From an optimization exercise on the open Yosys and OpenROAD flow, aimed at small area, a short achievable clock period and few clock cycles per item; shortcuts taken in it are not production practice. RTL that was checked went through simulation tests only; none was proved equivalent to the original. Power and IR drop assume default switching activity.

// aes_dec_top
module aes_dec_top
(
    input  logic        clk,
    input  logic        reset,
    input  logic [11:0] paddr,
    input  logic        psel,
    input  logic        penable,
    input  logic        pwrite,
    input  logic [31:0] pwdata,
    output logic [31:0] prdata,
    output logic        pready,
    output logic        pslverr
);
For scale: about 2000 flip-flops, roughly 83 I/O pins, ~96000 sq um of cells after synthesis.
==> flow/config.mk <==
export PLATFORM = sky130hd
export DESIGN_NAME = aes_dec_top
export DESIGN_NICKNAME = aes_dec_top
export VERILOG_FILES = /design/flow/design.v
export SDC_FILE = /design/flow/constraint.sdc
export NUM_CORES = 8
export LEC_CHECK = 0
export CAP_MARGIN = 20
export CORE_MARGIN = 2
export CORE_UTILIZATION = 60
export CTS_CLUSTER_DIAMETER = 100
export CTS_CLUSTER_SIZE = 25
export SLEW_MARGIN = 20
export TNS_END_PERCENT = 5
==> flow/constraint.sdc <==
create_clock -name core_clock -period 10.0 [get_ports {clk}]
set_input_delay 2.0000 -clock core_clock [delete_from_list [all_inputs] [get_ports {clk}]]
set_output_delay 2.0000 -clock core_clock [all_outputs]
set_load 0.01 [all_outputs]
standard.sh (not shown) runs the stock make flow with config.mk's settings and CLKGATE_MAP_FILE= SYNTH_SCRIPT=/design/flow/synth_recipe.tcl, a recipe that flattens the netlist after the stock synthesis.
==> flow/flow/run.sh <==
#!/bin/bash
# The standard layout (standard.sh, its synthesis unchanged) with two changes to how the layout
# is made: the port buffers are buf_2 cells, and timing repair works until the setup slack reaches
# SETUP_SLACK_MARGIN, well above zero at the 10 ns clock. The tools' output goes to standard.log.
set -euo pipefail
export SETUP_SLACK_MARGIN=7.0
export BUFFER_PORTS_ARGS="-buffer_cell sky130_fd_sc_hd__buf_2"
bash standard.sh > standard.log 2>&1
Testbench counts at the start, summed over its fixed seeds: cycles 6,912, blocks 192.
Rerun with:
--- a/flow/flow/run.sh
+++ b/flow/flow/run.sh
@@ -6 +6 @@
-export SETUP_SLACK_MARGIN=7.0
+export SETUP_SLACK_MARGIN=6.6
--- a/flow/config.mk
+++ b/flow/config.mk
@@ -10 +10 @@
-export CORE_UTILIZATION = 60
+export CORE_UTILIZATION = 40
@@ -14 +13,0 @@
-export TNS_END_PERCENT = 5
The changed run finished with timing, DRC and antenna clean.
Worst setup slack gets worse by 100 ps.
Count of clock-buffer cells in the layout rises by 17.
Global-route usage shrinks by 12 points.
Maximum frequency went down by a few percent.
Wire length went up slightly.
Core utilization came out lower by 24 points.
Area after synthesis is unchanged.
Non-clock buffer count decreases by 215.
Total power goes up slightly.
Rerun with:
--- a/flow/flow/run.sh
+++ b/flow/flow/run.sh
@@ -6 +6 @@
-export SETUP_SLACK_MARGIN=6.6
+export SETUP_SLACK_MARGIN=6.8
Result: The new run finished with timing, DRC and antenna clean; non-clock buffer count rose by 165; final area rose by 3.2%; power hardly moves; routed wire length rose by 2.0%; global-route usage rose by 0.46 points.
Rerun with:
--- a/flow/flow/run.sh
+++ b/flow/flow/run.sh
@@ -6 +6 @@
-export SETUP_SLACK_MARGIN=6.8
+export SETUP_SLACK_MARGIN=7.3
--- a/flow/config.mk
+++ b/flow/config.mk
@@ -13,0 +14 @@
+export TNS_END_PERCENT = 5
=> The new run completed with no timing, DRC or antenna violations; cell count rises by 0.83%; synthesized cell count is unchanged; routed wire length climbs by 2.6%; register-to-register slack loses 90 ps; power fell by 0.50%; critical path depth climbs by 7; maximum frequency fell by 1.6%; via count is higher by 2.6%; setup slack degrades by 54 ps; area after synthesis stays the same.
Rerun with:
--- a/flow/flow/run.sh
+++ b/flow/flow/run.sh
@@ -6 +6 @@
-export SETUP_SLACK_MARGIN=7.3
+export SETUP_SLACK_MARGIN=7.0
After rerunning:
- total power increases by 0.83%
- area after synthesis stays the same
- wire length decreases by 3.7%
- worst setup slack gets better by 110 ps
- cell area decreases by 1.2%
- fmax increases by 3.2%
- clock power increases by about 2%
- non-clock buffer count decreases by 112
- critical path depth decreases by 7
Rerun with:
--- a/flow/flow/run.sh
+++ b/flow/flow/run.sh
@@ -6 +6 @@
-export SETUP_SLACK_MARGIN=7.0
+export SETUP_SLACK_MARGIN=6.8
What happened: The changed run produced a clean layout; utilization fell by 0.77 points; sequential share of layout area rose by 0.86 points; power fell slightly; hold slack is worse by 28 ps; non-clock buffer count fell by 83; final area fell slightly; routed wire length fell slightly.

========
aes_dec_top, a different RTL version from the one above (not shown whole).
For scale: about 7000 cells after synthesis, roughly 2000 flip-flops, ~83 I/O pins, about 94000 sq um of cells after synthesis.
Settings: LEC_CHECK=0, CAP_MARGIN=20, CORE_MARGIN=2, CORE_UTILIZATION=40, CTS_CLUSTER_DIAMETER=100, CTS_CLUSTER_SIZE=25, PLACE_DENSITY=0.8, SLEW_MARGIN=20, TNS_END_PERCENT=5; clock period 10.0 ns.
==> flow/flow/run.sh <==
#!/bin/bash
# The standard layout (standard.sh, its synthesis unchanged) with two changes to how the layout
# is made: the port buffers are buf_2 cells, and timing repair works until the setup slack reaches
# SETUP_SLACK_MARGIN, well above zero at the 10 ns clock. The tools' output goes to standard.log.
set -euo pipefail
export SETUP_SLACK_MARGIN=7.0
export BUFFER_PORTS_ARGS="-buffer_cell sky130_fd_sc_hd__buf_2"
bash standard.sh > standard.log 2>&1
The first run finished with timing, DRC and antenna clean.
Testbench counts at the start, summed over its fixed seeds: cycles 6,912, blocks 192.
Change:
--- a/flow/config.mk
+++ b/flow/config.mk
@@ -12,3 +12,2 @@
 export CTS_CLUSTER_SIZE = 25
-export PLACE_DENSITY = 0.8
 export SLEW_MARGIN = 20
After rerunning: The new run finished clean. Global-route usage rose by 1.4 points. Routed wire length climbs by 8.2%. Final cell count is higher by 1.1%. Total power came out higher by 1.0%. Design area went up by 1.6%. Synthesized cell count stays the same. Sequential power is about the same. Utilization came out higher by 0.74 points. Worst setup slack gets better by 0.063 ns.
Change:
--- a/flow/config.mk
+++ b/flow/config.mk
@@ -12,2 +12,4 @@
 export CTS_CLUSTER_SIZE = 25
+export GPL_ROUTABILITY_DRIVEN = 0
+export PLACE_DENSITY = 0.75
 export SLEW_MARGIN = 20
=> The changed run completed without violations; routed wire length fell by 4.6%; core utilization rose by 0.31 points; non-clock buffer count rose by 8; sequential cell count is unchanged; via count rose by 3.5%; fmax fell by 6.2%; power fell by 0.97%; worst setup slack is worse by 0.22 ns; register-to-register slack is worse by 0.27 ns; die area does not change; cell count stays flat.
Change:
--- a/flow/config.mk
+++ b/flow/config.mk
@@ -12,3 +12,2 @@
 export CTS_CLUSTER_SIZE = 25
-export GPL_ROUTABILITY_DRIVEN = 0
 export PLACE_DENSITY = 0.75
- worst setup slack gains 0.24 ns
- sequential power stays flat
- register-to-register slack is better by 0.26 ns
- critical path depth falls by 10

========
## run A
aes_dec_top, a different RTL version from the one above (not shown whole).
For scale: ~1900 flip-flops, about 83 I/O pins, roughly 94000 um^2 of cells after synthesis.
clock: 10.0 ns
lec_check: 0
abc_clock_period_in_ps: 3000
cap_margin: 20
core_margin: 2
core_utilization: 40
slew_margin: 20
==> flow/flow/run.sh <==
#!/bin/bash
# The standard layout (standard.sh, its synthesis unchanged) with two changes to how the layout
# is made: the port buffers are buf_2 cells, and timing repair works until the setup slack reaches
# SETUP_SLACK_MARGIN, well above zero at the 10 ns clock. The tools' output goes to standard.log.
set -euo pipefail
export SETUP_SLACK_MARGIN=6.4
export BUFFER_PORTS_ARGS="-buffer_cell sky130_fd_sc_hd__buf_2"
bash standard.sh > standard.log 2>&1
Testbench counts of run A, summed over its fixed seeds: cycles 6,912, blocks 192.
#### Input delta (run B over run A)
- an added SETUP_SLACK_MARGIN of 5
==> flow/run.sh (new file) <==
#!/bin/bash
# synth_recipe.tcl (not shown) runs the flow's synth.tcl, then flattens the netlist and writes it again
# the make line also repeats each setting of config.mk as NAME=value (left out here)
make -C /OpenROAD-flow-scripts/flow DESIGN_CONFIG=/design/flow/config.mk WORK_HOME=/design/flow/orfs CLKGATE_MAP_FILE= SYNTH_SCRIPT=/design/flow/synth_recipe.tcl finish
removed: flow/flow/run.sh
removed: flow/standard.sh
Results
Comparing final cell count for run A and run B, the smaller number came from run B. Clock-buffer cell count: run B > run A. The standby leakage power in run B sits 1.4 nW below the value recorded for run A.
Setup changes, run B to run C
- SETUP_SLACK_MARGIN no longer set, was 5
==> flow/flow/run.sh (new file) <==
#!/bin/bash
# The standard layout (standard.sh, its synthesis unchanged) with two changes to how the layout
# is made: the port buffers are buf_2 cells, and timing repair works until the setup slack reaches
# SETUP_SLACK_MARGIN, well above zero at the 10 ns clock. The tools' output goes to standard.log.
set -euo pipefail
export SETUP_SLACK_MARGIN=6.8
export BUFFER_PORTS_ARGS="-buffer_cell sky130_fd_sc_hd__buf_2"
bash standard.sh > standard.log 2>&1
==> flow/standard.sh (new file) <==
#!/bin/bash
# synth_recipe.tcl (not shown) runs the flow's synth.tcl, then flattens the netlist and writes it again
# the make line also repeats each setting of config.mk as NAME=value (left out here)
make -C /OpenROAD-flow-scripts/flow DESIGN_CONFIG=/design/flow/config.mk WORK_HOME=/design/flow/orfs CLKGATE_MAP_FILE= SYNTH_SCRIPT=/design/flow/synth_recipe.tcl "${@:-finish}"
removed: flow/run.sh
[summary]
- Per the final summary, run C finished and its layout is clean on timing, DRC and antenna.
- Diff run B -> run C | average wire per cell in the routed design | up by a few percent
- | cell area after layout | higher: run C |
- Compare run C and run B | area of the multi-input gates lower: run B
- Sort run C and run B by highest clock rate, descending, and run C comes first.
- Worst endpoint data arrival time in run C is 1.42 ns below run B.
- Comparing final period demand of the worst path for run C and run B, the smaller number came from run C.
- On wire length of the first global-routing pass: between run C and run B, it ends up higher for run C.
- Diff run B -> run C: via count moved up, portion of the layout cell area used by clock cells now sits lower.

========
main:
aes_dec_top, a different RTL version from the one above (not shown whole).
Size: ~8200 cells after synthesis, about 1900 flip-flops, roughly 83 I/O pins.
export LEC_CHECK = 0
export ABC_CLOCK_PERIOD_IN_PS = 3000
export CAP_MARGIN = 20
export CORE_MARGIN = 2
export CORE_UTILIZATION = 40
export SLEW_MARGIN = 20
create_clock -name core_clock -period 10.0 [get_ports {clk}]
==> flow/flow/run.sh <==
#!/bin/bash
# The standard layout (the standard.sh, standard synthesis included), with timing repair
# aiming well below the 10 ns clock: repair_timing works until the setup slack reaches the margin.
set -euo pipefail
export SETUP_SLACK_MARGIN=6.6
bash standard.sh > standard.log 2>&1
#### Input delta (the feature branch over main)
Settings: SETUP_SLACK_MARGIN now 5, previously not set.
==> flow/run.sh (new file) <==
#!/bin/bash
# synth_recipe.tcl (not shown) runs the flow's synth.tcl, then flattens the netlist and writes it again
# the make line also repeats each setting of config.mk as NAME=value (left out here)
make -C /OpenROAD-flow-scripts/flow DESIGN_CONFIG=/design/flow/config.mk WORK_HOME=/design/flow/orfs CLKGATE_MAP_FILE= SYNTH_SCRIPT=/design/flow/synth_recipe.tcl finish
removed: flow/flow/run.sh
removed: flow/standard.sh
[summary]
The feature branch vs. main: total via count after detailed routing went down; number of setup buffers added after CTS went down.
Area: the feature branch vs main -> the feature branch smaller
Between the feature branch and main, it is the feature branch whose register share of the cell area is higher, by 8.3 points.
No functional check of the RTL was part of any run of this note.

[re-timing with driven ports]
Ports are ideal in the flow. The routed layouts listed here were re-timed in OpenROAD.
Step 1 assumes that a clkbuf_16 drives the clock port and a buf_2 every other input.
Step 2 also shifts input and output timing later by t, the mid clock arrival at the registers, as if the neighbouring blocks saw the same clock.
a / b / c = ideal ports / drivers / drivers and shift; a / b = the first two.
| run | t, ns | setup WS [ns] | worst hold slack (ns) | worst setup path after step 2 | worst data-port slew with drivers (ns) |
|---|---|---|---|---|---|
| the first run of note 1 | 0.849 | 6.606 / 6.518 / 5.782 | 0.390 / 0.390 / 0.390 | input to register | 0.32 |
| the second run of note 1 | 0.886 | 6.506 / 6.506 / 5.711 | 0.386 / 0.386 / 0.386 | input to register | 0.19 |
| the third run of note 1 | 0.851 | 6.615 / 6.531 / 5.788 | 0.424 / 0.424 / 0.424 | input to register | 0.18 |
| the fourth run of note 1 | 0.881 | 6.561 / 6.547 / 5.668 | 0.373 / 0.373 / 0.373 | input to register | 0.20 |
| the fifth run of note 1 | 0.873 | 6.667 / 6.582 / 5.747 | 0.413 / 0.413 / 0.413 | input to register | 0.21 |
| the sixth run of note 1 | 0.873 | 6.495 / 6.495 / 5.740 | 0.385 / 0.385 / 0.385 | input to register | 0.21 |
| the first run of note 2 | 0.856 | 6.575 / 6.575 / 5.722 | 0.416 / 0.416 / 0.416 | input to register | 0.27 |
| the second run of note 2 | 0.872 | 6.638 / 6.547 / 5.720 | 0.385 / 0.385 / 0.385 | input to register | 0.26 |
| the third run of note 2 | 0.867 | 6.416 / 6.416 / 5.749 | 0.415 / 0.415 / 0.415 | input to register | 0.28 |
| the fourth run of note 2 | 0.855 | 6.652 / 6.524 / 5.670 | 0.391 / 0.391 / 0.391 | input to register | 0.26 |
| run A | 0.924 | 6.339 / 6.226 / 5.302 | 0.502 / 0.502 / 0.502 | input to register | 0.33 |
| run B | 0.913 | 5.129 / 5.169 / 4.256 | 0.502 / 0.502 / 0.502 | input to register | 0.34 |
| run C | 0.947 | 6.544 / 6.525 / 5.590 | 0.512 / 0.512 / 0.512 | input to register | 0.34 |
| main | 0.952 | 5.587 / 5.587 / 5.397 | 0.509 / 0.509 / 0.509 | input to register | 0.29 |
| the feature branch | 0.957 | 4.883 / 4.883 / 4.195 | 0.561 / 0.561 / 0.561 | input to register | 0.09 |
After both steps every run listed still meets setup and hold. For run A, which loses most, drivers alone change the setup slack by -0.113 ns; drivers and shift together by -1.037 ns.
